This is an optimization exercise on Yosys and OpenROAD, whose aim is small area, a short achievable clock period and few clock cycles, not a production implementation. Function was checked by simulation only, so behaviour that the tests miss may differ from the original. Power is estimated from default activity; no workload was simulated.

### design/flow/design.v
package pcpi_mmul_pkg;
  localparam logic [6:0] OPC_CUSTOM0 = 7'b0001011;
  localparam logic [2:0] F3_WRITE = 3'b000;
  localparam logic [2:0] F3_READ  = 3'b010;
  localparam logic [2:0] F3_RUN   = 3'b111;
  localparam logic [2:0] F3_CLEAR = 3'b101;
  localparam logic [7:0] REG_A      = 8'h00;
  localparam logic [7:0] REG_B      = 8'h40;
  localparam logic [7:0] REG_BIAS   = 8'h80;
  localparam logic [7:0] REG_THRESH = 8'hC0;
  typedef enum logic [1:0] {
    S_IDLE,
    S_RESP,
    S_RUN,
    S_DONE
  } state_t;
endpackage
module pcpi_mmul_pe (
  input  logic [16:0] a,
  input  logic [7:0] one,
  input  logic [7:0] two,
  input  logic [7:0] neg,
  input  logic [32:0] x0,
  input  logic [32:0] x1,
  output logic [32:0] s,
  output logic [32:0] c
);
  wire neg0 = neg[0];
  wire one0 = one[0];
  wire two0 = two[0];
  wire [17:0] pp0 = ({18{one0}} & {a[16], a} | {18{two0}} & {a, 1'b0}) ^ {18{neg0}};
  wire neg1 = neg[1];
  wire one1 = one[1];
  wire two1 = two[1];
  wire [17:0] pp1 = ({18{one1}} & {a[16], a} | {18{two1}} & {a, 1'b0}) ^ {18{neg1}};
  wire neg2 = neg[2];
  wire one2 = one[2];
  wire two2 = two[2];
  wire [17:0] pp2 = ({18{one2}} & {a[16], a} | {18{two2}} & {a, 1'b0}) ^ {18{neg2}};
  wire neg3 = neg[3];
  wire one3 = one[3];
  wire two3 = two[3];
  wire [17:0] pp3 = ({18{one3}} & {a[16], a} | {18{two3}} & {a, 1'b0}) ^ {18{neg3}};
  wire neg4 = neg[4];
  wire one4 = one[4];
  wire two4 = two[4];
  wire [17:0] pp4 = ({18{one4}} & {a[16], a} | {18{two4}} & {a, 1'b0}) ^ {18{neg4}};
  wire neg5 = neg[5];
  wire one5 = one[5];
  wire two5 = two[5];
  wire [17:0] pp5 = ({18{one5}} & {a[16], a} | {18{two5}} & {a, 1'b0}) ^ {18{neg5}};
  wire neg6 = neg[6];
  wire one6 = one[6];
  wire two6 = two[6];
  wire [17:0] pp6 = ({18{one6}} & {a[16], a} | {18{two6}} & {a, 1'b0}) ^ {18{neg6}};
  wire neg7 = neg[7];
  wire one7 = one[7];
  wire two7 = two[7];
  wire [17:0] pp7 = ({18{one7}} & {a[16], a} | {18{two7}} & {a, 1'b0}) ^ {18{neg7}};
  wire s1;
  wire c2;
  assign s1 = pp0[12] ^ pp1[10];
  assign c2 = pp0[12] & pp1[10];
  wire s3;
  wire c4;
  assign s3 = pp0[13] ^ pp1[11];
  assign c4 = pp0[13] & pp1[11];
  wire s5;
  wire c6;
  assign s5 = pp0[14] ^ pp1[12] ^ pp2[10];
  assign c6 = (pp0[14] & pp1[12]) | (pp0[14] & pp2[10]) | (pp1[12] & pp2[10]);
  wire s7;
  wire c8;
  assign s7 = pp3[8] ^ pp4[6];
  assign c8 = pp3[8] & pp4[6];
  wire s9;
  wire c10;
  assign s9 = pp0[15] ^ pp1[13] ^ pp2[11];
  assign c10 = (pp0[15] & pp1[13]) | (pp0[15] & pp2[11]) | (pp1[13] & pp2[11]);
  wire s11;
  wire c12;
  assign s11 = pp3[9] ^ pp4[7];
  assign c12 = pp3[9] & pp4[7];
  wire s13;
  wire c14;
  assign s13 = pp0[16] ^ pp1[14] ^ pp2[12];
  assign c14 = (pp0[16] & pp1[14]) | (pp0[16] & pp2[12]) | (pp1[14] & pp2[12]);
  wire s15;
  wire c16;
  assign s15 = pp3[10] ^ pp4[8];
  assign c16 = pp3[10] & pp4[8];
  wire s17;
  wire c18;
  assign s17 = ~pp0[17] ^ pp1[15] ^ pp2[13];
  assign c18 = (~pp0[17] & pp1[15]) | (~pp0[17] & pp2[13]) | (pp1[15] & pp2[13]);
  wire s19;
  wire c20;
  assign s19 = pp3[11] ^ pp4[9] ^ pp5[7];
  assign c20 = (pp3[11] & pp4[9]) | (pp3[11] & pp5[7]) | (pp4[9] & pp5[7]);
  wire s21;
  wire c22;
  assign s21 = pp1[16] ^ pp2[14] ^ pp3[12];
  assign c22 = (pp1[16] & pp2[14]) | (pp1[16] & pp3[12]) | (pp2[14] & pp3[12]);
  wire s23;
  wire c24;
  assign s23 = pp4[10] ^ pp5[8];
  assign c24 = pp4[10] & pp5[8];
  wire s25;
  wire c26;
  assign s25 = ~pp1[17] ^ pp2[15] ^ pp3[13];
  assign c26 = (~pp1[17] & pp2[15]) | (~pp1[17] & pp3[13]) | (pp2[15] & pp3[13]);
  wire s27;
  wire c28;
  assign s27 = pp2[16] ^ pp3[14];
  assign c28 = pp2[16] & pp3[14];
  wire s29;
  wire c30;
  assign s29 = pp0[6] ^ pp1[4];
  assign c30 = pp0[6] & pp1[4];
  wire s31;
  wire c32;
  assign s31 = pp0[7] ^ pp1[5];
  assign c32 = pp0[7] & pp1[5];
  wire s33;
  wire c34;
  assign s33 = pp0[8] ^ pp1[6] ^ pp2[4];
  assign c34 = (pp0[8] & pp1[6]) | (pp0[8] & pp2[4]) | (pp1[6] & pp2[4]);
  wire s35;
  wire c36;
  assign s35 = pp3[2] ^ pp4[0];
  assign c36 = pp3[2] & pp4[0];
  wire s37;
  wire c38;
  assign s37 = pp0[9] ^ pp1[7] ^ pp2[5];
  assign c38 = (pp0[9] & pp1[7]) | (pp0[9] & pp2[5]) | (pp1[7] & pp2[5]);
  wire s39;
  wire c40;
  assign s39 = pp3[3] ^ pp4[1];
  assign c40 = pp3[3] & pp4[1];
  wire s41;
  wire c42;
  assign s41 = pp0[10] ^ pp1[8] ^ pp2[6];
  assign c42 = (pp0[10] & pp1[8]) | (pp0[10] & pp2[6]) | (pp1[8] & pp2[6]);
  wire s43;
  wire c44;
  assign s43 = pp3[4] ^ pp4[2] ^ pp5[0];
  assign c44 = (pp3[4] & pp4[2]) | (pp3[4] & pp5[0]) | (pp4[2] & pp5[0]);
  wire s45;
  wire c46;
  assign s45 = neg5 ^ x0[10];
  assign c46 = neg5 & x0[10];
  wire s47;
  wire c48;
  assign s47 = pp0[11] ^ pp1[9] ^ pp2[7];
  assign c48 = (pp0[11] & pp1[9]) | (pp0[11] & pp2[7]) | (pp1[9] & pp2[7]);
  wire s49;
  wire c50;
  assign s49 = pp3[5] ^ pp4[3] ^ pp5[1];
  assign c50 = (pp3[5] & pp4[3]) | (pp3[5] & pp5[1]) | (pp4[3] & pp5[1]);
  wire s51;
  wire c52;
  assign s51 = x0[11] ^ x1[11];
  assign c52 = x0[11] & x1[11];
  wire s53;
  wire c54;
  assign s53 = s1 ^ pp2[8] ^ pp3[6];
  assign c54 = (s1 & pp2[8]) | (s1 & pp3[6]) | (pp2[8] & pp3[6]);
  wire s55;
  wire c56;
  assign s55 = pp4[4] ^ pp5[2] ^ pp6[0];
  assign c56 = (pp4[4] & pp5[2]) | (pp4[4] & pp6[0]) | (pp5[2] & pp6[0]);
  wire s57;
  wire c58;
  assign s57 = neg6 ^ x0[12] ^ x1[12];
  assign c58 = (neg6 & x0[12]) | (neg6 & x1[12]) | (x0[12] & x1[12]);
  wire s59;
  wire c60;
  assign s59 = c2 ^ s3 ^ pp2[9];
  assign c60 = (c2 & s3) | (c2 & pp2[9]) | (s3 & pp2[9]);
  wire s61;
  wire c62;
  assign s61 = pp3[7] ^ pp4[5] ^ pp5[3];
  assign c62 = (pp3[7] & pp4[5]) | (pp3[7] & pp5[3]) | (pp4[5] & pp5[3]);
  wire s63;
  wire c64;
  assign s63 = pp6[1] ^ x0[13] ^ x1[13];
  assign c64 = (pp6[1] & x0[13]) | (pp6[1] & x1[13]) | (x0[13] & x1[13]);
  wire s65;
  wire c66;
  assign s65 = c4 ^ s5 ^ s7;
  assign c66 = (c4 & s5) | (c4 & s7) | (s5 & s7);
  wire s67;
  wire c68;
  assign s67 = pp5[4] ^ pp6[2] ^ pp7[0];
  assign c68 = (pp5[4] & pp6[2]) | (pp5[4] & pp7[0]) | (pp6[2] & pp7[0]);
  wire s69;
  wire c70;
  assign s69 = neg7 ^ x0[14] ^ x1[14];
  assign c70 = (neg7 & x0[14]) | (neg7 & x1[14]) | (x0[14] & x1[14]);
  wire s71;
  wire c72;
  assign s71 = c6 ^ c8 ^ s9;
  assign c72 = (c6 & c8) | (c6 & s9) | (c8 & s9);
  wire s73;
  wire c74;
  assign s73 = s11 ^ pp5[5] ^ pp6[3];
  assign c74 = (s11 & pp5[5]) | (s11 & pp6[3]) | (pp5[5] & pp6[3]);
  wire s75;
  wire c76;
  assign s75 = pp7[1] ^ x0[15] ^ x1[15];
  assign c76 = (pp7[1] & x0[15]) | (pp7[1] & x1[15]) | (x0[15] & x1[15]);
  wire s77;
  wire c78;
  assign s77 = c10 ^ c12 ^ s13;
  assign c78 = (c10 & c12) | (c10 & s13) | (c12 & s13);
  wire s79;
  wire c80;
  assign s79 = s15 ^ pp5[6] ^ pp6[4];
  assign c80 = (s15 & pp5[6]) | (s15 & pp6[4]) | (pp5[6] & pp6[4]);
  wire s81;
  wire c82;
  assign s81 = pp7[2] ^ x0[16] ^ x1[16];
  assign c82 = (pp7[2] & x0[16]) | (pp7[2] & x1[16]) | (x0[16] & x1[16]);
  wire s83;
  wire c84;
  assign s83 = c14 ^ c16 ^ s17;
  assign c84 = (c14 & c16) | (c14 & s17) | (c16 & s17);
  wire s85;
  wire c86;
  assign s85 = s19 ^ pp6[5] ^ pp7[3];
  assign c86 = (s19 & pp6[5]) | (s19 & pp7[3]) | (pp6[5] & pp7[3]);
  wire s87;
  wire c88;
  assign s87 = x0[17] ^ x1[17] ^ 1'b1;
  assign c88 = (x0[17] & x1[17]) | (x0[17] & 1'b1) | (x1[17] & 1'b1);
  wire s89;
  wire c90;
  assign s89 = c18 ^ c20 ^ s21;
  assign c90 = (c18 & c20) | (c18 & s21) | (c20 & s21);
  wire s91;
  wire c92;
  assign s91 = s23 ^ pp6[6] ^ pp7[4];
  assign c92 = (s23 & pp6[6]) | (s23 & pp7[4]) | (pp6[6] & pp7[4]);
  wire s93;
  wire c94;
  assign s93 = x0[18] ^ x1[18] ^ 1'b1;
  assign c94 = (x0[18] & x1[18]) | (x0[18] & 1'b1) | (x1[18] & 1'b1);
  wire s95;
  wire c96;
  assign s95 = c22 ^ c24 ^ s25;
  assign c96 = (c22 & c24) | (c22 & s25) | (c24 & s25);
  wire s97;
  wire c98;
  assign s97 = pp4[11] ^ pp5[9] ^ pp6[7];
  assign c98 = (pp4[11] & pp5[9]) | (pp4[11] & pp6[7]) | (pp5[9] & pp6[7]);
  wire s99;
  wire c100;
  assign s99 = pp7[5] ^ x0[19] ^ x1[19];
  assign c100 = (pp7[5] & x0[19]) | (pp7[5] & x1[19]) | (x0[19] & x1[19]);
  wire s101;
  wire c102;
  assign s101 = c26 ^ s27 ^ pp4[12];
  assign c102 = (c26 & s27) | (c26 & pp4[12]) | (s27 & pp4[12]);
  wire s103;
  wire c104;
  assign s103 = pp5[10] ^ pp6[8] ^ pp7[6];
  assign c104 = (pp5[10] & pp6[8]) | (pp5[10] & pp7[6]) | (pp6[8] & pp7[6]);
  wire s105;
  wire c106;
  assign s105 = x0[20] ^ x1[20] ^ 1'b1;
  assign c106 = (x0[20] & x1[20]) | (x0[20] & 1'b1) | (x1[20] & 1'b1);
  wire s107;
  wire c108;
  assign s107 = c28 ^ ~pp2[17] ^ pp3[15];
  assign c108 = (c28 & ~pp2[17]) | (c28 & pp3[15]) | (~pp2[17] & pp3[15]);
  wire s109;
  wire c110;
  assign s109 = pp4[13] ^ pp5[11] ^ pp6[9];
  assign c110 = (pp4[13] & pp5[11]) | (pp4[13] & pp6[9]) | (pp5[11] & pp6[9]);
  wire s111;
  wire c112;
  assign s111 = pp7[7] ^ x0[21] ^ x1[21];
  assign c112 = (pp7[7] & x0[21]) | (pp7[7] & x1[21]) | (x0[21] & x1[21]);
  wire s113;
  wire c114;
  assign s113 = pp3[16] ^ pp4[14] ^ pp5[12];
  assign c114 = (pp3[16] & pp4[14]) | (pp3[16] & pp5[12]) | (pp4[14] & pp5[12]);
  wire s115;
  wire c116;
  assign s115 = pp6[10] ^ pp7[8] ^ x0[22];
  assign c116 = (pp6[10] & pp7[8]) | (pp6[10] & x0[22]) | (pp7[8] & x0[22]);
  wire s117;
  wire c118;
  assign s117 = x1[22] ^ 1'b1;
  assign c118 = x1[22] & 1'b1;
  wire s119;
  wire c120;
  assign s119 = ~pp3[17] ^ pp4[15] ^ pp5[13];
  assign c120 = (~pp3[17] & pp4[15]) | (~pp3[17] & pp5[13]) | (pp4[15] & pp5[13]);
  wire s121;
  wire c122;
  assign s121 = pp6[11] ^ pp7[9] ^ x0[23];
  assign c122 = (pp6[11] & pp7[9]) | (pp6[11] & x0[23]) | (pp7[9] & x0[23]);
  wire s123;
  wire c124;
  assign s123 = pp4[16] ^ pp5[14] ^ pp6[12];
  assign c124 = (pp4[16] & pp5[14]) | (pp4[16] & pp6[12]) | (pp5[14] & pp6[12]);
  wire s125;
  wire c126;
  assign s125 = pp7[10] ^ x0[24];
  assign c126 = pp7[10] & x0[24];
  wire s127;
  wire c128;
  assign s127 = ~pp4[17] ^ pp5[15] ^ pp6[13];
  assign c128 = (~pp4[17] & pp5[15]) | (~pp4[17] & pp6[13]) | (pp5[15] & pp6[13]);
  wire s129;
  wire c130;
  assign s129 = pp5[16] ^ pp6[14];
  assign c130 = pp5[16] & pp6[14];
  wire s131;
  wire c132;
  assign s131 = pp0[2] ^ pp1[0];
  assign c132 = pp0[2] & pp1[0];
  wire s133;
  wire c134;
  assign s133 = pp0[3] ^ pp1[1];
  assign c134 = pp0[3] & pp1[1];
  wire s135;
  wire c136;
  assign s135 = pp0[4] ^ pp1[2] ^ pp2[0];
  assign c136 = (pp0[4] & pp1[2]) | (pp0[4] & pp2[0]) | (pp1[2] & pp2[0]);
  wire s137;
  wire c138;
  assign s137 = neg2 ^ x0[4];
  assign c138 = neg2 & x0[4];
  wire s139;
  wire c140;
  assign s139 = pp0[5] ^ pp1[3] ^ pp2[1];
  assign c140 = (pp0[5] & pp1[3]) | (pp0[5] & pp2[1]) | (pp1[3] & pp2[1]);
  wire s141;
  wire c142;
  assign s141 = x0[5] ^ x1[5];
  assign c142 = x0[5] & x1[5];
  wire s143;
  wire c144;
  assign s143 = s29 ^ pp2[2] ^ pp3[0];
  assign c144 = (s29 & pp2[2]) | (s29 & pp3[0]) | (pp2[2] & pp3[0]);
  wire s145;
  wire c146;
  assign s145 = neg3 ^ x0[6] ^ x1[6];
  assign c146 = (neg3 & x0[6]) | (neg3 & x1[6]) | (x0[6] & x1[6]);
  wire s147;
  wire c148;
  assign s147 = c30 ^ s31 ^ pp2[3];
  assign c148 = (c30 & s31) | (c30 & pp2[3]) | (s31 & pp2[3]);
  wire s149;
  wire c150;
  assign s149 = pp3[1] ^ x0[7] ^ x1[7];
  assign c150 = (pp3[1] & x0[7]) | (pp3[1] & x1[7]) | (x0[7] & x1[7]);
  wire s151;
  wire c152;
  assign s151 = c32 ^ s33 ^ s35;
  assign c152 = (c32 & s33) | (c32 & s35) | (s33 & s35);
  wire s153;
  wire c154;
  assign s153 = neg4 ^ x0[8] ^ x1[8];
  assign c154 = (neg4 & x0[8]) | (neg4 & x1[8]) | (x0[8] & x1[8]);
  wire s155;
  wire c156;
  assign s155 = c34 ^ c36 ^ s37;
  assign c156 = (c34 & c36) | (c34 & s37) | (c36 & s37);
  wire s157;
  wire c158;
  assign s157 = s39 ^ x0[9] ^ x1[9];
  assign c158 = (s39 & x0[9]) | (s39 & x1[9]) | (x0[9] & x1[9]);
  wire s159;
  wire c160;
  assign s159 = c38 ^ c40 ^ s41;
  assign c160 = (c38 & c40) | (c38 & s41) | (c40 & s41);
  wire s161;
  wire c162;
  assign s161 = s43 ^ s45 ^ x1[10];
  assign c162 = (s43 & s45) | (s43 & x1[10]) | (s45 & x1[10]);
  wire s163;
  wire c164;
  assign s163 = c42 ^ c44 ^ c46;
  assign c164 = (c42 & c44) | (c42 & c46) | (c44 & c46);
  wire s165;
  wire c166;
  assign s165 = s47 ^ s49 ^ s51;
  assign c166 = (s47 & s49) | (s47 & s51) | (s49 & s51);
  wire s167;
  wire c168;
  assign s167 = c48 ^ c50 ^ c52;
  assign c168 = (c48 & c50) | (c48 & c52) | (c50 & c52);
  wire s169;
  wire c170;
  assign s169 = s53 ^ s55 ^ s57;
  assign c170 = (s53 & s55) | (s53 & s57) | (s55 & s57);
  wire s171;
  wire c172;
  assign s171 = c54 ^ c56 ^ c58;
  assign c172 = (c54 & c56) | (c54 & c58) | (c56 & c58);
  wire s173;
  wire c174;
  assign s173 = s59 ^ s61 ^ s63;
  assign c174 = (s59 & s61) | (s59 & s63) | (s61 & s63);
  wire s175;
  wire c176;
  assign s175 = c60 ^ c62 ^ c64;
  assign c176 = (c60 & c62) | (c60 & c64) | (c62 & c64);
  wire s177;
  wire c178;
  assign s177 = s65 ^ s67 ^ s69;
  assign c178 = (s65 & s67) | (s65 & s69) | (s67 & s69);
  wire s179;
  wire c180;
  assign s179 = c66 ^ c68 ^ c70;
  assign c180 = (c66 & c68) | (c66 & c70) | (c68 & c70);
  wire s181;
  wire c182;
  assign s181 = s71 ^ s73 ^ s75;
  assign c182 = (s71 & s73) | (s71 & s75) | (s73 & s75);
  wire s183;
  wire c184;
  assign s183 = c72 ^ c74 ^ c76;
  assign c184 = (c72 & c74) | (c72 & c76) | (c74 & c76);
  wire s185;
  wire c186;
  assign s185 = s77 ^ s79 ^ s81;
  assign c186 = (s77 & s79) | (s77 & s81) | (s79 & s81);
  wire s187;
  wire c188;
  assign s187 = c78 ^ c80 ^ c82;
  assign c188 = (c78 & c80) | (c78 & c82) | (c80 & c82);
  wire s189;
  wire c190;
  assign s189 = s83 ^ s85 ^ s87;
  assign c190 = (s83 & s85) | (s83 & s87) | (s85 & s87);
  wire s191;
  wire c192;
  assign s191 = c84 ^ c86 ^ c88;
  assign c192 = (c84 & c86) | (c84 & c88) | (c86 & c88);
  wire s193;
  wire c194;
  assign s193 = s89 ^ s91 ^ s93;
  assign c194 = (s89 & s91) | (s89 & s93) | (s91 & s93);
  wire s195;
  wire c196;
  assign s195 = c90 ^ c92 ^ c94;
  assign c196 = (c90 & c92) | (c90 & c94) | (c92 & c94);
  wire s197;
  wire c198;
  assign s197 = s95 ^ s97 ^ s99;
  assign c198 = (s95 & s97) | (s95 & s99) | (s97 & s99);
  wire s199;
  wire c200;
  assign s199 = c96 ^ c98 ^ c100;
  assign c200 = (c96 & c98) | (c96 & c100) | (c98 & c100);
  wire s201;
  wire c202;
  assign s201 = s101 ^ s103 ^ s105;
  assign c202 = (s101 & s103) | (s101 & s105) | (s103 & s105);
  wire s203;
  wire c204;
  assign s203 = c102 ^ c104 ^ c106;
  assign c204 = (c102 & c104) | (c102 & c106) | (c104 & c106);
  wire s205;
  wire c206;
  assign s205 = s107 ^ s109 ^ s111;
  assign c206 = (s107 & s109) | (s107 & s111) | (s109 & s111);
  wire s207;
  wire c208;
  assign s207 = c108 ^ c110 ^ c112;
  assign c208 = (c108 & c110) | (c108 & c112) | (c110 & c112);
  wire s209;
  wire c210;
  assign s209 = s113 ^ s115 ^ s117;
  assign c210 = (s113 & s115) | (s113 & s117) | (s115 & s117);
  wire s211;
  wire c212;
  assign s211 = c114 ^ c116 ^ c118;
  assign c212 = (c114 & c116) | (c114 & c118) | (c116 & c118);
  wire s213;
  wire c214;
  assign s213 = s119 ^ s121 ^ x1[23];
  assign c214 = (s119 & s121) | (s119 & x1[23]) | (s121 & x1[23]);
  wire s215;
  wire c216;
  assign s215 = c120 ^ c122 ^ s123;
  assign c216 = (c120 & c122) | (c120 & s123) | (c122 & s123);
  wire s217;
  wire c218;
  assign s217 = s125 ^ x1[24] ^ 1'b1;
  assign c218 = (s125 & x1[24]) | (s125 & 1'b1) | (x1[24] & 1'b1);
  wire s219;
  wire c220;
  assign s219 = c124 ^ c126 ^ s127;
  assign c220 = (c124 & c126) | (c124 & s127) | (c126 & s127);
  wire s221;
  wire c222;
  assign s221 = pp7[11] ^ x0[25] ^ x1[25];
  assign c222 = (pp7[11] & x0[25]) | (pp7[11] & x1[25]) | (x0[25] & x1[25]);
  wire s223;
  wire c224;
  assign s223 = c128 ^ s129 ^ pp7[12];
  assign c224 = (c128 & s129) | (c128 & pp7[12]) | (s129 & pp7[12]);
  wire s225;
  wire c226;
  assign s225 = x0[26] ^ x1[26] ^ 1'b1;
  assign c226 = (x0[26] & x1[26]) | (x0[26] & 1'b1) | (x1[26] & 1'b1);
  wire s227;
  wire c228;
  assign s227 = c130 ^ ~pp5[17] ^ pp6[15];
  assign c228 = (c130 & ~pp5[17]) | (c130 & pp6[15]) | (~pp5[17] & pp6[15]);
  wire s229;
  wire c230;
  assign s229 = pp7[13] ^ x0[27] ^ x1[27];
  assign c230 = (pp7[13] & x0[27]) | (pp7[13] & x1[27]) | (x0[27] & x1[27]);
  wire s231;
  wire c232;
  assign s231 = pp6[16] ^ pp7[14] ^ x0[28];
  assign c232 = (pp6[16] & pp7[14]) | (pp6[16] & x0[28]) | (pp7[14] & x0[28]);
  wire s233;
  wire c234;
  assign s233 = x1[28] ^ 1'b1;
  assign c234 = x1[28] & 1'b1;
  wire s235;
  wire c236;
  assign s235 = ~pp6[17] ^ pp7[15] ^ x0[29];
  assign c236 = (~pp6[17] & pp7[15]) | (~pp6[17] & x0[29]) | (pp7[15] & x0[29]);
  wire s237;
  wire c238;
  assign s237 = pp7[16] ^ x0[30];
  assign c238 = pp7[16] & x0[30];
  wire s239;
  wire c240;
  assign s239 = pp0[0] ^ neg0;
  assign c240 = pp0[0] & neg0;
  wire s241;
  wire c242;
  assign s241 = pp0[1] ^ x0[1];
  assign c242 = pp0[1] & x0[1];
  wire s243;
  wire c244;
  assign s243 = s131 ^ neg1 ^ x0[2];
  assign c244 = (s131 & neg1) | (s131 & x0[2]) | (neg1 & x0[2]);
  wire s245;
  wire c246;
  assign s245 = c132 ^ s133 ^ x0[3];
  assign c246 = (c132 & s133) | (c132 & x0[3]) | (s133 & x0[3]);
  wire s247;
  wire c248;
  assign s247 = c134 ^ s135 ^ s137;
  assign c248 = (c134 & s135) | (c134 & s137) | (s135 & s137);
  wire s249;
  wire c250;
  assign s249 = c136 ^ c138 ^ s139;
  assign c250 = (c136 & c138) | (c136 & s139) | (c138 & s139);
  wire s251;
  wire c252;
  assign s251 = c140 ^ c142 ^ s143;
  assign c252 = (c140 & c142) | (c140 & s143) | (c142 & s143);
  wire s253;
  wire c254;
  assign s253 = c144 ^ c146 ^ s147;
  assign c254 = (c144 & c146) | (c144 & s147) | (c146 & s147);
  wire s255;
  wire c256;
  assign s255 = c148 ^ c150 ^ s151;
  assign c256 = (c148 & c150) | (c148 & s151) | (c150 & s151);
  wire s257;
  wire c258;
  assign s257 = c152 ^ c154 ^ s155;
  assign c258 = (c152 & c154) | (c152 & s155) | (c154 & s155);
  wire s259;
  wire c260;
  assign s259 = c156 ^ c158 ^ s159;
  assign c260 = (c156 & c158) | (c156 & s159) | (c158 & s159);
  wire s261;
  wire c262;
  assign s261 = c160 ^ c162 ^ s163;
  assign c262 = (c160 & c162) | (c160 & s163) | (c162 & s163);
  wire s263;
  wire c264;
  assign s263 = c164 ^ c166 ^ s167;
  assign c264 = (c164 & c166) | (c164 & s167) | (c166 & s167);
  wire s265;
  wire c266;
  assign s265 = c168 ^ c170 ^ s171;
  assign c266 = (c168 & c170) | (c168 & s171) | (c170 & s171);
  wire s267;
  wire c268;
  assign s267 = c172 ^ c174 ^ s175;
  assign c268 = (c172 & c174) | (c172 & s175) | (c174 & s175);
  wire s269;
  wire c270;
  assign s269 = c176 ^ c178 ^ s179;
  assign c270 = (c176 & c178) | (c176 & s179) | (c178 & s179);
  wire s271;
  wire c272;
  assign s271 = c180 ^ c182 ^ s183;
  assign c272 = (c180 & c182) | (c180 & s183) | (c182 & s183);
  wire s273;
  wire c274;
  assign s273 = c184 ^ c186 ^ s187;
  assign c274 = (c184 & c186) | (c184 & s187) | (c186 & s187);
  wire s275;
  wire c276;
  assign s275 = c188 ^ c190 ^ s191;
  assign c276 = (c188 & c190) | (c188 & s191) | (c190 & s191);
  wire s277;
  wire c278;
  assign s277 = c192 ^ c194 ^ s195;
  assign c278 = (c192 & c194) | (c192 & s195) | (c194 & s195);
  wire s279;
  wire c280;
  assign s279 = c196 ^ c198 ^ s199;
  assign c280 = (c196 & c198) | (c196 & s199) | (c198 & s199);
  wire s281;
  wire c282;
  assign s281 = c200 ^ c202 ^ s203;
  assign c282 = (c200 & c202) | (c200 & s203) | (c202 & s203);
  wire s283;
  wire c284;
  assign s283 = c204 ^ c206 ^ s207;
  assign c284 = (c204 & c206) | (c204 & s207) | (c206 & s207);
  wire s285;
  wire c286;
  assign s285 = c208 ^ c210 ^ s211;
  assign c286 = (c208 & c210) | (c208 & s211) | (c210 & s211);
  wire s287;
  wire c288;
  assign s287 = c212 ^ c214 ^ s215;
  assign c288 = (c212 & c214) | (c212 & s215) | (c214 & s215);
  wire s289;
  wire c290;
  assign s289 = c216 ^ c218 ^ s219;
  assign c290 = (c216 & c218) | (c216 & s219) | (c218 & s219);
  wire s291;
  wire c292;
  assign s291 = c220 ^ c222 ^ s223;
  assign c292 = (c220 & c222) | (c220 & s223) | (c222 & s223);
  wire s293;
  wire c294;
  assign s293 = c224 ^ c226 ^ s227;
  assign c294 = (c224 & c226) | (c224 & s227) | (c226 & s227);
  wire s295;
  wire c296;
  assign s295 = c228 ^ c230 ^ s231;
  assign c296 = (c228 & c230) | (c228 & s231) | (c230 & s231);
  wire s297;
  wire c298;
  assign s297 = c232 ^ c234 ^ s235;
  assign c298 = (c232 & c234) | (c232 & s235) | (c234 & s235);
  wire s299;
  wire c300;
  assign s299 = c236 ^ s237 ^ x1[30];
  assign c300 = (c236 & s237) | (c236 & x1[30]) | (s237 & x1[30]);
  wire s301;
  wire c302;
  assign s301 = c238 ^ ~pp7[17] ^ x0[31];
  assign c302 = (c238 & ~pp7[17]) | (c238 & x0[31]) | (~pp7[17] & x0[31]);
  wire s303;
  wire c304;
  assign s303 = x0[32] ^ x1[32];
  assign c304 = x0[32] & x1[32];
  wire s305;
  wire c306;
  assign s305 = s239 ^ x0[0];
  assign c306 = s239 & x0[0];
  wire s307;
  wire c308;
  assign s307 = c240 ^ s241 ^ x1[1];
  assign c308 = (c240 & s241) | (c240 & x1[1]) | (s241 & x1[1]);
  wire s309;
  wire c310;
  assign s309 = c242 ^ s243 ^ x1[2];
  assign c310 = (c242 & s243) | (c242 & x1[2]) | (s243 & x1[2]);
  wire s311;
  wire c312;
  assign s311 = c244 ^ s245 ^ x1[3];
  assign c312 = (c244 & s245) | (c244 & x1[3]) | (s245 & x1[3]);
  wire s313;
  wire c314;
  assign s313 = c246 ^ s247 ^ x1[4];
  assign c314 = (c246 & s247) | (c246 & x1[4]) | (s247 & x1[4]);
  wire s315;
  wire c316;
  assign s315 = c248 ^ s249 ^ s141;
  assign c316 = (c248 & s249) | (c248 & s141) | (s249 & s141);
  wire s317;
  wire c318;
  assign s317 = c250 ^ s251 ^ s145;
  assign c318 = (c250 & s251) | (c250 & s145) | (s251 & s145);
  wire s319;
  wire c320;
  assign s319 = c252 ^ s253 ^ s149;
  assign c320 = (c252 & s253) | (c252 & s149) | (s253 & s149);
  wire s321;
  wire c322;
  assign s321 = c254 ^ s255 ^ s153;
  assign c322 = (c254 & s255) | (c254 & s153) | (s255 & s153);
  wire s323;
  wire c324;
  assign s323 = c256 ^ s257 ^ s157;
  assign c324 = (c256 & s257) | (c256 & s157) | (s257 & s157);
  wire s325;
  wire c326;
  assign s325 = c258 ^ s259 ^ s161;
  assign c326 = (c258 & s259) | (c258 & s161) | (s259 & s161);
  wire s327;
  wire c328;
  assign s327 = c260 ^ s261 ^ s165;
  assign c328 = (c260 & s261) | (c260 & s165) | (s261 & s165);
  wire s329;
  wire c330;
  assign s329 = c262 ^ s263 ^ s169;
  assign c330 = (c262 & s263) | (c262 & s169) | (s263 & s169);
  wire s331;
  wire c332;
  assign s331 = c264 ^ s265 ^ s173;
  assign c332 = (c264 & s265) | (c264 & s173) | (s265 & s173);
  wire s333;
  wire c334;
  assign s333 = c266 ^ s267 ^ s177;
  assign c334 = (c266 & s267) | (c266 & s177) | (s267 & s177);
  wire s335;
  wire c336;
  assign s335 = c268 ^ s269 ^ s181;
  assign c336 = (c268 & s269) | (c268 & s181) | (s269 & s181);
  wire s337;
  wire c338;
  assign s337 = c270 ^ s271 ^ s185;
  assign c338 = (c270 & s271) | (c270 & s185) | (s271 & s185);
  wire s339;
  wire c340;
  assign s339 = c272 ^ s273 ^ s189;
  assign c340 = (c272 & s273) | (c272 & s189) | (s273 & s189);
  wire s341;
  wire c342;
  assign s341 = c274 ^ s275 ^ s193;
  assign c342 = (c274 & s275) | (c274 & s193) | (s275 & s193);
  wire s343;
  wire c344;
  assign s343 = c276 ^ s277 ^ s197;
  assign c344 = (c276 & s277) | (c276 & s197) | (s277 & s197);
  wire s345;
  wire c346;
  assign s345 = c278 ^ s279 ^ s201;
  assign c346 = (c278 & s279) | (c278 & s201) | (s279 & s201);
  wire s347;
  wire c348;
  assign s347 = c280 ^ s281 ^ s205;
  assign c348 = (c280 & s281) | (c280 & s205) | (s281 & s205);
  wire s349;
  wire c350;
  assign s349 = c282 ^ s283 ^ s209;
  assign c350 = (c282 & s283) | (c282 & s209) | (s283 & s209);
  wire s351;
  wire c352;
  assign s351 = c284 ^ s285 ^ s213;
  assign c352 = (c284 & s285) | (c284 & s213) | (s285 & s213);
  wire s353;
  wire c354;
  assign s353 = c286 ^ s287 ^ s217;
  assign c354 = (c286 & s287) | (c286 & s217) | (s287 & s217);
  wire s355;
  wire c356;
  assign s355 = c288 ^ s289 ^ s221;
  assign c356 = (c288 & s289) | (c288 & s221) | (s289 & s221);
  wire s357;
  wire c358;
  assign s357 = c290 ^ s291 ^ s225;
  assign c358 = (c290 & s291) | (c290 & s225) | (s291 & s225);
  wire s359;
  wire c360;
  assign s359 = c292 ^ s293 ^ s229;
  assign c360 = (c292 & s293) | (c292 & s229) | (s293 & s229);
  wire s361;
  wire c362;
  assign s361 = c294 ^ s295 ^ s233;
  assign c362 = (c294 & s295) | (c294 & s233) | (s295 & s233);
  wire s363;
  wire c364;
  assign s363 = c296 ^ s297 ^ x1[29];
  assign c364 = (c296 & s297) | (c296 & x1[29]) | (s297 & x1[29]);
  wire s365;
  wire c366;
  assign s365 = c298 ^ s299 ^ 1'b1;
  assign c366 = (c298 & s299) | (c298 & 1'b1) | (s299 & 1'b1);
  wire s367;
  wire c368;
  assign s367 = c300 ^ s301 ^ x1[31];
  assign c368 = (c300 & s301) | (c300 & x1[31]) | (s301 & x1[31]);
  wire s369;
  wire c370;
  assign s369 = c302 ^ s303 ^ 1'b1;
  assign c370 = (c302 & s303) | (c302 & 1'b1) | (s303 & 1'b1);
  assign s = {c368, c366, c364, c362, c360, c358, c356, c354, c352, c350, c348, c346, c344, c342, c340, c338, c336, c334, c332, c330, c328, c326, c324, c322, c320, c318, c316, c314, c312, c310, c308, c306, s305};
  assign c = {s369, s367, s365, s363, s361, s359, s357, s355, s353, s351, s349, s347, s345, s343, s341, s339, s337, s335, s333, s331, s329, s327, s325, s323, s321, s319, s317, s315, s313, s311, s309, s307, x1[0]};
endmodule
module pcpi_systolic_mmul #(
  parameter int N    = 3,
  parameter int DW   = 16,
  parameter int ACCW = 2*DW+$clog2(N)+1
) (
  input  logic        clk,
  input  logic        resetn,
  input  logic        pcpi_valid,
  input  logic [31:0] pcpi_insn,
  input  logic [31:0] pcpi_rs1,
  input  logic [31:0] pcpi_rs2,
  output logic        pcpi_wr,
  output logic [31:0] pcpi_rd,
  output logic        pcpi_wait,
  output logic        pcpi_ready
);
  localparam int NN = 9;
  localparam int PW = 33;
  logic [15:0]   a_m    [NN];
  logic [15:0]   b_m    [NN];
  logic [15:0]   thresh;
  logic [PW-1:0] cp     [NN];
  logic [PW-1:0] c_m    [NN];    
  logic          c_zero;         
  function automatic logic [31:0] sat32(input logic [PW-1:0] v);
    if (v[32] != v[31]) sat32 = v[32] ? 32'h8000_0000 : 32'h7fff_ffff;
    else                sat32 = v[31:0];
  endfunction
  function automatic logic [8:0] rot_row(input logic [8:0] x);
    rot_row = {x[7:6], x[8], x[4:3], x[5], x[1:0], x[2]};
  endfunction
  function automatic logic [8:0] rot_col(input logic [8:0] x);
    rot_col = {x[5:0], x[8:6]};
  endfunction
  logic [2:0] f3;
  logic       is_op, blocked;
  logic       f_write, f_read, f_run, f_clear, accept;
  assign f3      = pcpi_insn[14:12];
  assign is_op   = pcpi_valid && (pcpi_insn[6:0] == pcpi_mmul_pkg::OPC_CUSTOM0) && !blocked;
  assign f_write = is_op && (f3 == pcpi_mmul_pkg::F3_WRITE);
  assign f_read  = is_op && (f3 == pcpi_mmul_pkg::F3_READ);
  assign f_run   = is_op && (f3 == pcpi_mmul_pkg::F3_RUN);
  assign f_clear = is_op && (f3 == pcpi_mmul_pkg::F3_CLEAR);
  assign accept  = f_write || f_read || f_run || f_clear;
  logic [7:0] idx;
  logic [8:0] idx_oh;      
  logic       hi_zero, w_ok;
  assign idx     = pcpi_rs1[7:0];
  assign hi_zero = (pcpi_rs1[31:8] == '0);
  always_comb
    for (int k = 0; k < NN; k++) idx_oh[k] = (idx[3:0] == 4'(k));
  assign w_ok    = hi_zero && (((idx[7:6] != 2'b11) && (idx[5:4] == 2'b00) && (|idx_oh))
                               || (idx == pcpi_mmul_pkg::REG_THRESH));
  logic [PW-1:0] rd_raw;
  logic [31:0]   rd_val;
  always_comb begin
    rd_raw = '0;
    for (int k = 0; k < NN; k++)
      rd_raw = rd_raw | (c_m[k] & {PW{idx_oh[k]}});
    rd_val = sat32(rd_raw);
    if (idx[7:4] != 4'd0 || c_zero) rd_val = '0;
  end
  logic          rst_q;        
  logic          w_pend;       
  logic [1:0]    w_mat;        
  logic [8:0]    w_oh;         
  logic [15:0]   w_data;       
  logic [2:0] w_r, w_c;
  assign w_r = {|w_oh[8:6], |w_oh[5:3], |w_oh[2:0]};
  assign w_c = {w_oh[8] | w_oh[5] | w_oh[2], w_oh[7] | w_oh[4] | w_oh[1], w_oh[6] | w_oh[3] | w_oh[0]};
  logic        s1_act;
  logic [8:0]  s1_tgt;
  logic [8:0] rmask, cmask, hit_a, hit_b, tgt0, oh0;
  logic [2:0] t_r, t_c;
  always_comb begin
    rmask = {{3{w_r[2]}}, {3{w_r[1]}}, {3{w_r[0]}}};
    cmask = {3{w_c}};
    hit_a = s1_tgt & rmask & {9{s1_act}};
    hit_b = s1_tgt & cmask & {9{s1_act}};
    if (w_mat == 2'd0)
      tgt0 = (hit_a != '0) ? rot_row(hit_a) : {2'b00, w_r[2], 2'b00, w_r[1], 2'b00, w_r[0]};
    else
      tgt0 = (hit_b != '0) ? rot_col(hit_b) : {6'd0, w_c};
    t_r = {|tgt0[8:6], |tgt0[5:3], |tgt0[2:0]};
    t_c = {tgt0[8] | tgt0[5] | tgt0[2], tgt0[7] | tgt0[4] | tgt0[1], tgt0[6] | tgt0[3] | tgt0[0]};
    if (w_mat == 2'd0)
      oh0 = {{3{w_c[2]}} & t_c, {3{w_c[1]}} & t_c, {3{w_c[0]}} & t_c};
    else
      oh0 = {{3{t_r[2]}} & w_r, {3{t_r[1]}} & w_r, {3{t_r[0]}} & w_r};
  end
  logic       nx_isa;          
  logic       nx_bias;         
  logic [1:0] nx_cnt;          
  logic [8:0] nx_oh;
  logic [8:0] nx_aoh;
  logic [2:0] s1_r, nx_m;
  always_comb begin
    s1_r = {|s1_tgt[8:6], |s1_tgt[5:3], |s1_tgt[2:0]};
    nx_m = {|nx_oh[8:6], |nx_oh[5:3], |nx_oh[2:0]};
    nx_aoh = {{3{s1_r[2]}} & nx_m, {3{s1_r[1]}} & nx_m, {3{s1_r[0]}} & nx_m};
  end
  logic ld0, ld_ab, ld_bias, step, step_bias;
  assign ld0       = w_pend && (w_mat != 2'd3);
  assign ld_ab     = w_pend && !w_mat[1];
  assign ld_bias   = w_pend && (w_mat == 2'd2);
  assign step      = !ld0 && (nx_cnt != 2'd0);
  assign step_bias = step && nx_bias;
  logic [8:0]  sel_a, sel_b;
  logic [15:0] mux_a, mux_b, m_val, op_val;
  logic        m_from_b;
  logic [16:0] delta, mcand;
  always_comb begin
    m_from_b = ld_ab ? (w_mat == 2'd1) : (step && !nx_isa);
    if (ld_bias)   sel_a = {2'b00, w_r[2], 2'b00, w_r[1], 2'b00, w_r[0]};   
    else if (ld_ab) sel_a = (w_mat == 2'd0) ? w_oh : oh0;
    else           sel_a = nx_isa ? nx_aoh : nx_oh;
    if (ld_bias)   sel_b = {6'd0, w_c};                                       
    else if (ld_ab) sel_b = (w_mat == 2'd1) ? w_oh : oh0;
    else           sel_b = nx_oh;
    mux_a = '0;
    mux_b = '0;
    for (int k = 0; k < NN; k++) begin
      mux_a = mux_a | ({16{sel_a[k]}} & a_m[k]);
      mux_b = mux_b | ({16{sel_b[k]}} & b_m[k]);
    end
    m_val  = m_from_b ? mux_b : mux_a;
    op_val = m_from_b ? mux_a : mux_b;
    delta  = {w_data[15], w_data} - {m_val[15], m_val};
    mcand  = (ld_bias || step_bias) ? {m_val[15], m_val} : delta;
  end
  logic [7:0] b_one, b_two, b_neg;
  always_comb begin
    for (int i = 0; i < 8; i++) begin
      logic [2:0] d;
      d = {op_val[2*i+1], op_val[2*i], (i == 0) ? 1'b0 : op_val[(i == 0) ? 0 : 2*i-1]};
      b_neg[i] = d[2] & ~(d[1] & d[0]);
      b_one[i] = d[1] ^ d[0];
      b_two[i] = (d == 3'b011) || (d == 3'b100);
    end
  end
  logic [16:0]   s1_delta;
  logic [7:0]    s1_one, s1_two, s1_neg;
  logic [1:0]    s1_xm;
  logic [8:0]    s2_tgt;       
  logic [PW-1:0] s2_s, s2_c, cp_sum;
  logic [PW-1:0] x0, x1, pp_s, pp_c;
  always_comb begin
    x0 = '0;
    for (int k = 0; k < NN; k++)
      x0 = x0 | (cp[k] & {PW{s1_tgt[k] && s1_xm == 2'd0}});
    x0 = x0 | ({{17{w_data[15]}}, w_data} & {PW{s1_xm == 2'd1}})
            | (s2_s & {PW{s1_xm == 2'd2}});
    x1 = s2_c & {PW{s1_xm == 2'd2}};
  end
  pcpi_mmul_pe u_mul (
    .a   (s1_delta),
    .one (s1_one),
    .two (s1_two),
    .neg (s1_neg),
    .x0  (x0),
    .x1  (x1),
    .s   (pp_s),
    .c   (pp_c)
  );
  assign cp_sum = s2_s + s2_c;
  function automatic logic ge16(input logic [15:0] x, input logic [15:0] y);
    logic [15:0] g, q;
    logic [7:0]  g1, q1;
    logic [3:0]  g2, q2;
    logic [1:0]  g3, q3;
    g = x & ~y;
    q = x | ~y;
    for (int i = 0; i < 8; i++) begin
      g1[i] = g[2*i+1] | (q[2*i+1] & g[2*i]);
      q1[i] = q[2*i+1] & q[2*i];
    end
    for (int i = 0; i < 4; i++) begin
      g2[i] = g1[2*i+1] | (q1[2*i+1] & g1[2*i]);
      q2[i] = q1[2*i+1] & q1[2*i];
    end
    for (int i = 0; i < 2; i++) begin
      g3[i] = g2[2*i+1] | (q2[2*i+1] & g2[2*i]);
      q3[i] = q2[2*i+1] & q2[2*i];
    end
    ge16 = g3[1] | (q3[1] & (g3[0] | q3[0]));
  endfunction
  function automatic logic ge_t(input logic [PW-1:0] v, input logic [15:0] t);
    if (v[32:15] == '0 || v[32:15] == '1)
      ge_t = ge16({~v[15], v[14:0]}, {~t[15], t[14:0]});
    else
      ge_t = ~v[32];
  endfunction
  logic [8:0] mask;
  always_comb
    for (int k = 0; k < NN; k++) mask[k] = ge_t(cp[k], thresh);
  logic run_pend, busy, answer;
  assign busy   = w_pend || s1_act || (nx_cnt != '0) || (s2_tgt != '0);
  assign answer = run_pend && !busy;
  always_ff @(posedge clk) begin
    pcpi_wr <= f3[1];
    pcpi_rd <= f3[0] ? {23'd0, mask} : rd_val;
    w_mat   <= idx[7:6];
    w_oh    <= idx_oh;
    if (!resetn || f_write) w_data <= resetn ? pcpi_rs2[15:0] : 16'd0;
    if (!resetn) begin
      rst_q      <= 1'b1;
      blocked    <= 1'b0;
      pcpi_ready <= 1'b0;
      pcpi_wait  <= 1'b0;
      run_pend   <= 1'b0;
      w_pend     <= 1'b0;
    end else begin
      rst_q      <= 1'b0;
      pcpi_ready <= f_write || f_read || f_clear || answer;
      if (!pcpi_valid) blocked <= 1'b0;
      if (accept) blocked <= 1'b1;
      w_pend <= f_write && w_ok;
      if (f_run) begin
        run_pend  <= 1'b1;
        pcpi_wait <= 1'b1;
      end
      if (answer) begin
        run_pend  <= 1'b0;
        pcpi_wait <= 1'b0;
      end
    end
  end
  always_ff @(posedge clk) begin
    if (!resetn || f_clear) c_zero <= 1'b1;
    else if (answer)        c_zero <= 1'b0;
    for (int k = 0; k < NN; k++)
      if (answer) c_m[k] <= cp[k];
  end
  always_ff @(posedge clk) begin
    for (int k = 0; k < NN; k++) begin
      if (rst_q || (w_pend && w_mat == 2'd0 && w_oh[k])) a_m[k] <= w_data;
      if (rst_q || (w_pend && w_mat == 2'd1 && w_oh[k])) b_m[k] <= w_data;
    end
    if (rst_q || (w_pend && w_mat == 2'd3)) thresh <= w_data;
  end
  always_ff @(posedge clk) begin
    if (!resetn) begin
      s1_act <= 1'b0;
      nx_cnt <= '0;
    end else if (ld0) begin
      s1_act   <= 1'b1;
      s1_delta <= mcand;
      s1_tgt   <= ld_bias ? w_oh : tgt0;
      s1_xm    <= ld_bias ? 2'd1 : 2'd0;
      nx_cnt   <= 2'd2;
      nx_isa   <= (w_mat != 2'd1);
      nx_bias  <= ld_bias;
      nx_oh    <= ld_bias ? rot_col({6'd0, w_c}) : (w_mat == 2'd0) ? rot_row(oh0) : rot_col(oh0);
    end else if (step) begin
      s1_act <= 1'b1;
      if (nx_bias) s1_delta <= mcand;
      s1_tgt <= nx_bias ? s1_tgt : nx_isa ? rot_row(s1_tgt) : rot_col(s1_tgt);
      s1_xm  <= nx_bias ? 2'd2 : 2'd0;
      nx_cnt <= nx_cnt - 2'd1;
      nx_oh  <= nx_isa ? (nx_bias ? rot_col(nx_oh) : rot_row(nx_oh)) : rot_col(nx_oh);
    end else begin
      s1_act <= 1'b0;
    end
    s1_one <= b_one;
    s1_two <= b_two;
    s1_neg <= b_neg;
  end
  always_ff @(posedge clk) begin
    if (!resetn) begin
      s2_tgt <= '0;
      s2_s   <= '0;
      s2_c   <= '0;
    end else begin
      s2_tgt <= s1_act ? s1_tgt : 9'd0;
      s2_s   <= pp_s;
      s2_c   <= pp_c;
    end
    for (int k = 0; k < NN; k++)
      if (rst_q || s2_tgt[k]) cp[k] <= cp_sum;
  end
endmodule
### design/flow/flow/run.sh
#!/bin/bash
set -euo pipefail
export SETUP_SLACK_MARGIN=9.7
bash standard.sh > standard.log 2>&1
### design/flow/standard.sh
#!/bin/bash
# synth_recipe.tcl (not shown) runs the flow's synth.tcl, then flattens the netlist and writes it again
# the make line also repeats each setting of config.mk as NAME=value (left out here)
make -C /OpenROAD-flow-scripts/flow DESIGN_CONFIG=/design/flow/config.mk WORK_HOME=/design/flow/orfs CLKGATE_MAP_FILE= SYNTH_SCRIPT=/design/flow/synth_recipe.tcl "${@:-finish}"
### design/flow/config.mk
export PLATFORM = sky130hd
export DESIGN_NAME = pcpi_systolic_mmul
export DESIGN_NICKNAME = pcpi_systolic_mmul
export VERILOG_FILES = /design/flow/design.v
export SDC_FILE = /design/flow/constraint.sdc
export NUM_CORES = 4
export LEC_CHECK = 0
export CAP_MARGIN = 20
export CORE_MARGIN = 2
export CORE_UTILIZATION = 40
export CTS_BUF_LIST = sky130_fd_sc_hd__clkbuf_16
export CTS_CLUSTER_DIAMETER = 60
export CTS_CLUSTER_SIZE = 20
export SLEW_MARGIN = 20
### design/flow/constraint.sdc
create_clock -name core_clock -period 14.0 [get_ports {clk}]
set_input_delay 2.8000 -clock core_clock [delete_from_list [all_inputs] [get_ports {clk}]]
set_output_delay 2.8000 -clock core_clock [all_outputs]
set_load 0.01 [all_outputs]
==> summary.md, run 1 <==
| Metric | Value |
|---|---|
| End of the worst hold path | s2_c[0] |
| Initial Util | 0.4040 |
| R2r worst-path depth | 21 |
| Hold buffer count at cts | 0 |
| Clock tree from TritonCTS | yes |
| Gate count after technology mapping | 4013 |
| Unrepaired setup endpoints after global routing | yes |
| YS warnings | 5 |
| DIE WIDTH | 368.6 um |
| Core Area | 131600 um2 |
| Final setup fails | 0 |
| Initial antenna violation count | 9 |
| DP HPWL | 112800 um |
| DRT Pass-1 Iters | 8 |
| Final worst-path cycle share | 0.3972 |
| Residual DRC | 0 |
| First-pass GRT wire length | 255000 um |
| Hold Crit Depth | 1 |
| Hold/Removal Path Class | reg2reg |
| Crit path kind | reg2reg |
| CTS HTree Levels | 3 |
| Nets | 4568 |
| Met2 GRT Util | 0.4019 |
| HP Start | s2_c[0] |
| Register area share after synthesis | 0.5954 |
| Top Usage Layer GRT | met2 |
| WL per Instance | 29.49 um |
| Vias in the first global route | 36.04k |
| Ys async rst share | 0 |
| Clock tree buffer depth | 3 |
| Reg clk slew, reported paths | 0.07 ns |
| Startpoint Class | flip-flop |
| DR iter-0 viols | 5329 |
| CTS Sinks | 1105 |
| Grt total ovfl | 0 |
| Setup TNS | 0 ns |
| Pwr Density | 213.0 nW/um2 |
| Fin area | 62690 um2 |
| GRT Overall Usage | 0.2571 |
| Critical Path RT | 14.48 ns |
| Slowest stage cell on the critical path | or3_4 |
| Total of max-cap violations | 0 |
| Final min period | 5.560 ns |
| FF-to-FF End | s1_delta[12] |
| Antenna Violating Nets Remaining | 0 |
| Met3 Use GR | 0.04583 |
| Placed Area | 56270 um2 |
| Drt total wl | 178900 um |
| Slew @ Worst Pin | 1.196 ns |
| Die height | 368.6 um |
| Most used DFF post-synth | edfxtp_1 |
| Worst path cell trace | or3_4 > a32o_2 > a221o_1 > a211oi_4 > nand2_4 > a21o_4 > buf_4 > a222oi_1 > nand3_1 > a221o_1 > mux2i_2 > ha_1 > a21o_1 > a21oi_2 > o21bai_4 > o211ai_1 > a32o_2 > a31o_4 > a21boi_1 > or3_1 > a31o_1 |
| Routability Congestion | 0.9712 |
| Syn Nets | 4356 |
| Setup Skew | 0.05543 ns |
| Rel. slew slack | 0.1961 |
| DIE AREA | 135900 um2 |
| Ports | 134 |
| Input/output buffers | 95 |
| EDFF count, synth | 953 |
| Maximum vdd drop | 118.0 uV |
| Area Overhead vs Synth | 17.88% |
| Hold_ws | 0.4945 ns |
| Worst Setup End Kind | flip-flop |
| Peak Freq | 179.8 MHz |
| Slew Viols, Final | 0 |
| Total number of vias | 37.39k |
| Via density | 6.165 |
| Delay of the slowest cell on the worst path | 0.40 ns |
| Leak Pwr | 22.65 nW |
| R2r setup slk | 8.44 ns |
| Layout cells sized above 1 | 0.1779 |
| Worst path arrival time | 6.05 ns |
| Synth cell types | 93 |
| Status | complete, no violations |
| Critical R2R Launch | w_oh[0] |
| Crit Path Max Fanout | 6 |
| Synth Cell Area | 53180 um2 |
| Met1 Usage GRT | 0.3573 |
| Final Hold Vio Count | 0 |
| Largest net degree at the start of global routing | 182 |
| Total CTS buffers | 95 |
| Clock latency (worst-skew pair) | 0.75 ns |
| Root buffer cell | clkbuf_16 |
| #FFs+latches synth | 1105 |
| Syn_area_per_cell | 13.25 um2 |
| Cell Rows | 133 |
[timing repair]
| item | 4_1_cts | 5_1_grt |
|---|---|---|
| buffers inserted | 135 | 38 |
| pin swaps | 80 | 107 |
| endpoints found under the setup margin | 279 | 202 |
| gates resized for setup | 244 | 120 |
| endpoints found under the hold margin | 0 | 0 |
| cloned | 11 | 3 |
[cell usage after synthesis, drive strengths merged, types with 32 or more instances]
cell type / number / area share
edfxtp: 953 / 0.54
a22oi: 323 / 0.046
inv: 271 / 0.019
clkbuf: 228 / 0.016
nand2: 165 / 0.012
xnor2: 156 / 0.026
fa: 154 / 0.058
dfxtp: 152 / 0.057
nor2: 111 / 0.0078
and2: 106 / 0.012
ha: 90 / 0.021
nand4: 90 / 0.011
maj3: 89 / 0.018
a21oi: 84 / 0.0080
a221oi: 80 / 0.014
o21ai: 79 / 0.0074
nor3: 64 / 0.0066
a22o: 63 / 0.010
nor4: 58 / 0.0069
a21o: 55 / 0.0078
a221o: 51 / 0.0096
nand3: 49 / 0.0046
mux2: 45 / 0.0095
a222oi: 44 / 0.0083
mux2i: 36 / 0.0068
nand2b: 33 / 0.0039
xor2: 32 / 0.0053
[cell families (layout without fill, tap and decap cells)]
kind of cell | Yosys count | in the layout | share of synthesized area
DFF | 1105 | 1105 | 0.5954
AOI/OAI and AO/OA | 992 | 992 | 0.1446
and+or+nand+nor | 778 | 778 | 0.07765
buffers and inverters | 536 | 828 | 0.03798
adders and majority gates | 333 | 333 | 0.09708
xor gates and xnor gates | 188 | 188 | 0.03096
muxes | 81 | 81 | 0.01631
other | 0 | 5 | 0
[layout make-up]
| class | instances | area (um2) |
|---|---|---|
| antenna | 5 | 12.51 |
| clock buffer | 96 | 2402 |
| clock inverter | 81 | 985.9 |
| fill | 11400 | 68940 |
| inverter | 278 | 1062 |
| multi-input combinational | 2372 | 20520 |
| sequential | 1105 | 31720 |
| tap | 1755 | 2196 |
| timing repair buffer | 373 | 3789 |
[sequential cells by signal, summed over array words and instances (netlist names), 9 cells and up]
signal,flops
s1_tgt,9
s2_c,33
nx_oh,9
a_m,144
b_m,144
s2_tgt,9
c_m,297
pcpi_rd,32
w_oh,9
s1_delta,17
cp,297
s2_s,33
thresh,16
w_data,16
[report_power, final]
| part | switching, mW | total, mW | internal (mW) |
|---|---|---|---|
| logic | 2.85 | 4.94 | 2.09 |
| registers | 0.882 | 5.58 | 4.70 |
| clock network | 1.40 | 2.83 | 1.43 |
| total | 5.13 | 13.3 | 8.22 |
[layout by cell type, fill, tap and decap left out, types with 29 or more instances in the layout]
master           count
edfxtp_1           953
a22oi_1            323
inv_1              267
buf_4              204
nand2_1            157
fa_1               151
xnor2_1            147
dfxtp_1            132
and2_1             101
nor2_1             100
clkbuf_16           99
nand4_1             90
ha_1                87
a21oi_1             76
a221oi_1            66
a22o_1              63
o21ai_0             62
a21o_1              54
maj3_2              53
clkdlybuf4s50_1     53
nor4_1              51
nand3_1             49
a221o_1             47
mux2_2              44
nor3_1              44
a222oi_1            44
maj3_1              36
dlygate4sd2_1       33
xor2_1              29
buf_12              29
[through the flow]
step                utilization  setup WS [ns]  total power [mW]  cells
global placement         0.4275          7.244             10.10   5696
global route             0.4761          8.253             14.22   6060
finish                   0.4762          8.440             13.35   6065
floorplan                     -          8.213             8.511   4013
detailed placement       0.4275          7.268             10.27   5696
CTS                      0.4704          8.421             13.25   6019
[worst max-delay path: cells and delay by family (launching register included)]
family / cells / cell delay [ns]
AO/OA/AOI/OAI: 14 / 3.26
adder cells (fa/ha/maj): 1 / 0.30
buffers and inverters: 1 / 0.17
flip-flops: 1 / 0.39
multiplexers: 1 / 0.22
AND/OR/NAND/NOR: 4 / 0.95
[layer usage]
layer | up-vias | routed length [um] | share of wire
met2 | 2291 | 79910 | 0.45
li1 | 15930 | - | -
met4 | 2 | 7825 | 0.044
met3 | 472 | 19510 | 0.11
met1 | 18700 | 71630 | 0.40
met5 | - | 9 | 0.000050
[how the worst max path moves through the flow]
stage                         start      endpoint  cells after the start
after global placement      w_oh[2]  s1_delta[14]                     21
after detailed placement    w_oh[2]  s1_delta[13]                     20
after global routing        w_oh[0]  s1_delta[12]                     21
final                       w_oh[0]  s1_delta[12]                     21
after floorplan           nx_cnt[0]     c_m[0][0]                      6
after CTS                   w_oh[0]  s1_delta[14]                     24
Testbench counts, summed over its fixed seeds: cycles 19,035.
==> run 2: changes to the inputs <==
==> design/flow/flow/run.sh (replaced) <==
#!/bin/bash
set -euo pipefail
export SETUP_SLACK_MARGIN=9.85
export BUFFER_PORTS_ARGS="-buffer_cell sky130_fd_sc_hd__buf_4"
bash standard.sh > standard.log 2>&1
==> run 2 against run 1 <==
Compared with the run above:
- still clean on timing, DRC and antenna
- utilization is 0.59 points higher
- clock skew down 0.010 ns
- die area did not move
- global-route usage is 0.25 points higher
- cell count up 0.86%
- critical path depth is 1 higher
- area after synthesis stayed put
- non-clock buffer count grew 51
- combinational power increased by 2%
- critical path type unchanged
- largest cell class unchanged
==> summary.md, run 2 <==
| Metric | Value |
|---|---|
| Status | complete, no violations |
| Leak Pwr | 23.09 nW (+2.0%) |
| Maximum vdd drop | 133.4 uV (+13%) |
| Clock tree from TritonCTS | yes |
| Crit path kind | reg2reg |
| #FFs+latches synth | 1105 (unchanged) |
| Count leader, synth | edfxtp_1 |
| Via density | 6.183 (+0.30%) |
| Top Usage Layer GRT | met2 |
| GRT Overall Usage | 0.2596 (+0.002516) |
| Final min period | 5.540 ns (-0.01994 ns) |
| Most used DFF post-synth | edfxtp_1 |
| Antenna Violating Nets Remaining | 0 (unchanged) |
| Most common cell after layout, fill and taps aside | edfxtp_1 |
| Worst Setup End Kind | flip-flop |
| Nets | 4620 (+1.1%) |
| Startpoint Class | flip-flop |
| Syn_area_per_cell | 13.25 um2 (unchanged) |
| Total of max-cap violations | 0 (unchanged) |
| Final worst setup slack | 8.460 ns (+0.01994 ns) |
| Input/output buffers | 95 (unchanged) |
| Hold/Removal Path Class | reg2reg |
| Synth top area share | 0.5382 (unchanged) |
| Largest net degree at the start of global routing | 80 (-56%) |
| Clock latency (worst-skew pair) | 0.73 ns (-0.02 ns) |
| Rel. slew slack | 0.2052 (+0.009175) |
| Hold Crit Depth | 2 (+1) |
| DR iter-0 viols | 5558 (+4.3%) |
| Slew @ Worst Pin | 1.192 ns (-0.003806 ns) |
| Critical Path RT | 14.48 ns (about the same) |
| Pre-CTS WS | 7.233 ns (-0.03570 ns) |
| Residual DRC | 0 (unchanged) |
| Total CTS buffers | 95 (unchanged) |
| Cell Rows | 133 (unchanged) |
| First-pass GRT wire length | 256500 um (+0.58%) |
| Setup Skew | 0.04526 ns (-0.01017 ns) |
| YS warnings | 5 (unchanged) |
| Register area share after synthesis | 0.5954 (unchanged) |
| Met2 GRT Util | 0.4083 (+0.006398) |
| Initial Util | 0.4040 (unchanged) |
| DP HPWL | 114900 um (+1.9%) |
| Ys async rst share | 0 (unchanged) |
| Post-synth top area cell | edfxtp_1 |
| Final worst-path cycle share | 0.3957 (-0.001424) |
| DRT Pass-1 Iters | 9 (+1) |
| Slew Viols, Final | 0 (unchanged) |
| Layout cells sized above 1 | 0.2218 (+0.04383) |
| Die height | 368.6 um (unchanged) |
| Pwr Density | 213.1 nW/um2 (about the same) |
| Total number of vias | 37.82k (+1.2%) |
| # fillers | 11.41k (+0.14%) |
| Synth Cell Area | 53180 um2 (unchanged) |
| Final setup fails | 0 (unchanged) |
| CTS HTree Levels | 3 (unchanged) |
| Area Overhead vs Synth | 19.35% |
| Vias in the first global route | 35.63k (-1.1%) |
| Unrepaired setup endpoints after global routing | yes |
| Core Area | 131600 um2 (unchanged) |
| Routability Congestion | 0.9667 (-0.46%) |
| CTS Sinks | 1105 (unchanged) |
| Delay of the slowest cell on the worst path | 0.39 ns (about the same) |
| Met3 Use GR | 0.04569 (-0.0001426) |
| EDFF count, synth | 953 (unchanged) |
| Drt total wl | 181600 um (+1.5%) |
| Synth cell types | 93 (unchanged) |
| Top post-synthesis cells by area | edfxtp_1 (54%), fa_1 (5.8%), dfxtp_1 (5.7%) |
| Crit Path Max Fanout | 6 (unchanged) |
| Biggest regs | c_m x297, cp x297 |
| Hold buffer count at cts | 0 (unchanged) |
| Met1 Usage GRT | 0.3606 (+0.003317) |
| WL per Instance | 29.69 um (+0.67%) |
| Clock tree buffer depth | 3 (unchanged) |
| Most frequent cells in the layout | edfxtp_1 (953), buf_4 (334), a22oi_1 (318) |
| Peak Freq | 180.5 MHz (+0.36%) |
| Top cells by count, synth | edfxtp_1 (953), a22oi_1 (323), inv_1 (267) |
| Final Hold Vio Count | 0 (unchanged) |
| DIE WIDTH | 368.6 um (unchanged) |
| DIE AREA | 135900 um2 (unchanged) |
| Setup TNS | 0 ns (unchanged) |
| Root buffer cell | clkbuf_16 |
| Reg clk slew, reported paths | 0.07 ns (about the same) |
| Gate count after technology mapping | 4013 (unchanged) |
| Ports | 134 (unchanged) |
| Grt total ovfl | 0 (unchanged) |
| Syn Nets | 4356 (unchanged) |
| Worst path cell trace | buf_4 > o32a_1 > a32o_2 > a221o_1 > a211oi_4 > nand2_4 > a21o_4 > a222oi_1 > nand3_1 > a221o_1 > mux2i_1 > ha_1 > a21o_1 > a21oi_2 > o21bai_2 > o211ai_1 > a32o_2 > a31o_4 > buf_4 > a21boi_1 > or3_1 > a31o_1 |
| Worst path arrival time | 6.02 ns (-0.03 ns) |
| Slowest stage cell on the critical path | dfxtp_4 |
| Core Util, Final | 0.4821 (+0.005913) |
| Initial antenna violation count | 10 (+1) |
| R2r worst-path depth | 22 (+4.8%) |
==> run 2: cell count changes in the layout (fill, tap and decap cells not counted), sizes merged, moves of 4 or more <==
cell,previous run,this run
clkinvlp,15,10
clkbuf,101,105
dlygate4sd2,33,0
inv,300,315
clkdlybuf4s50,53,0
buf,271,404
clkinv,39,27
==> run 2: final cells by class <==
| cell class | count | area (um2) | area share |
|---|---|---|---|
| antenna | 6 | 15.01 | 0.0002366 |
| sequential | 1105 | 31720 | 0.4998 |
| clock buffer | 97 | 2427 | 0.03825 |
| clock inverter | 79 | 1001 | 0.01577 |
| inverter | 278 | 1070 | 0.01686 |
| multi-input combinational | 2372 | 20770 | 0.3273 |
| timing repair inverter | 1 | 5.005 | 0.00007886 |
| tap | 1755 | 2196 | 0.03460 |
| timing repair buffer | 424 | 4259 | 0.06711 |
==> run 2: kinds of logic after synthesis <==
group / synth area share
AO/OA/AOI/OAI: 0.1446
flip-flops: 0.5954
buffers and inverters: 0.03798
AND/OR/NAND/NOR: 0.07765
multiplexers: 0.01631
XOR/XNOR: 0.03096
adder cells (fa/ha/maj): 0.09708
==> run 2: worst max-delay path, delay by kind of cell, from the launching register on <==
family / cells / cell delay (ns)
buf+inv: 2 / 0.26
fa+ha+maj: 1 / 0.31
mux: 1 / 0.23
flops: 1 / 0.39
simple gates: 3 / 0.55
compound gates: 15 / 3.54
==> run 2: routing by layer <==
metal / vias to the layer above / part of all wire
li1: 16040 / -
met1: 18960 / 0.40
met2: 2359 / 0.45
met3: 468 / 0.11
met4: 0 / 0.046
met5: - / 0
==> run 2: final timing paths <==
| kind | start | end | slack, ns |
|---|---|---|---|
| worst max-delay path | w_oh[5] | s1_delta[12] | 8.46 |
| worst min-delay path | c_zero | c_zero | 0.47 |
| worst max register to register | w_oh[5] | s1_delta[12] | 8.46 |
| worst min register to register | c_zero | c_zero | 0.47 |
==> run 2: where the power goes <==
group	switching [mW]	internal, mW	leakage, nW	total (mW)
Clock	1.42	1.47	1.70	2.89
Combinational	2.91	2.15	11.0	5.06
Sequential	0.875	4.70	10.4	5.57
==> run 2: through the flow <==
| step | cells | hold slack [ns] | power (mW) | area, um2 |
|---|---|---|---|---|
| 6_report | 6117 | 0.4732 | 13.52 | 63460 |
| 5_1_grt | 6111 | 0.4992 | 14.38 | 63450 |
| 4_1_cts | 6029 | 0.4795 | 13.31 | 61930 |
| 3_5_place_dp | 5702 | 0.4588 | 10.23 | 56080 |
| 3_3_place_gp | 5701 | 0.4490 | 10.07 | 56080 |
| 2_1_floorplan | 4013 | 0.4374 | 8.512 | 53500 |
==> run 2: repair_timing <==
action | CTS | global route
endpoints found under the hold margin | 0 | 0
setup endpoints to repair | 327 | 286
gates resized for setup | 216 | 162
cloned | 14 | 8
pin swaps | 121 | 74
setup buffers | 137 | 74

[what the ideal ports hide]
The results above use ideal ports. As a check the final layouts listed here were re-extracted and re-timed, cells and wires unchanged. Step 1 sets driving cells, clkbuf_16 on the clock port and buf_2 on the other inputs (assumed; they add their load-dependent delay and slew). Step 2, shift: input delay + t, output delay - t, t = (earliest + latest rising clock arrival at the registers) / 2. This alone moves slack from input paths to output paths. Three values: ideal, step 1, step 2; two values: the first two.
run	t, ns	setup WS [ns]	worst setup path after step 2	slew at the worst register clock pin (ns)
run 1	0.792	8.440 / 8.440 / 8.440	register to register	0.09 / 0.09
run 2	0.786	8.460 / 8.460 / 8.460	register to register	0.08 / 0.08
After both steps setup and hold are still met in every run listed.
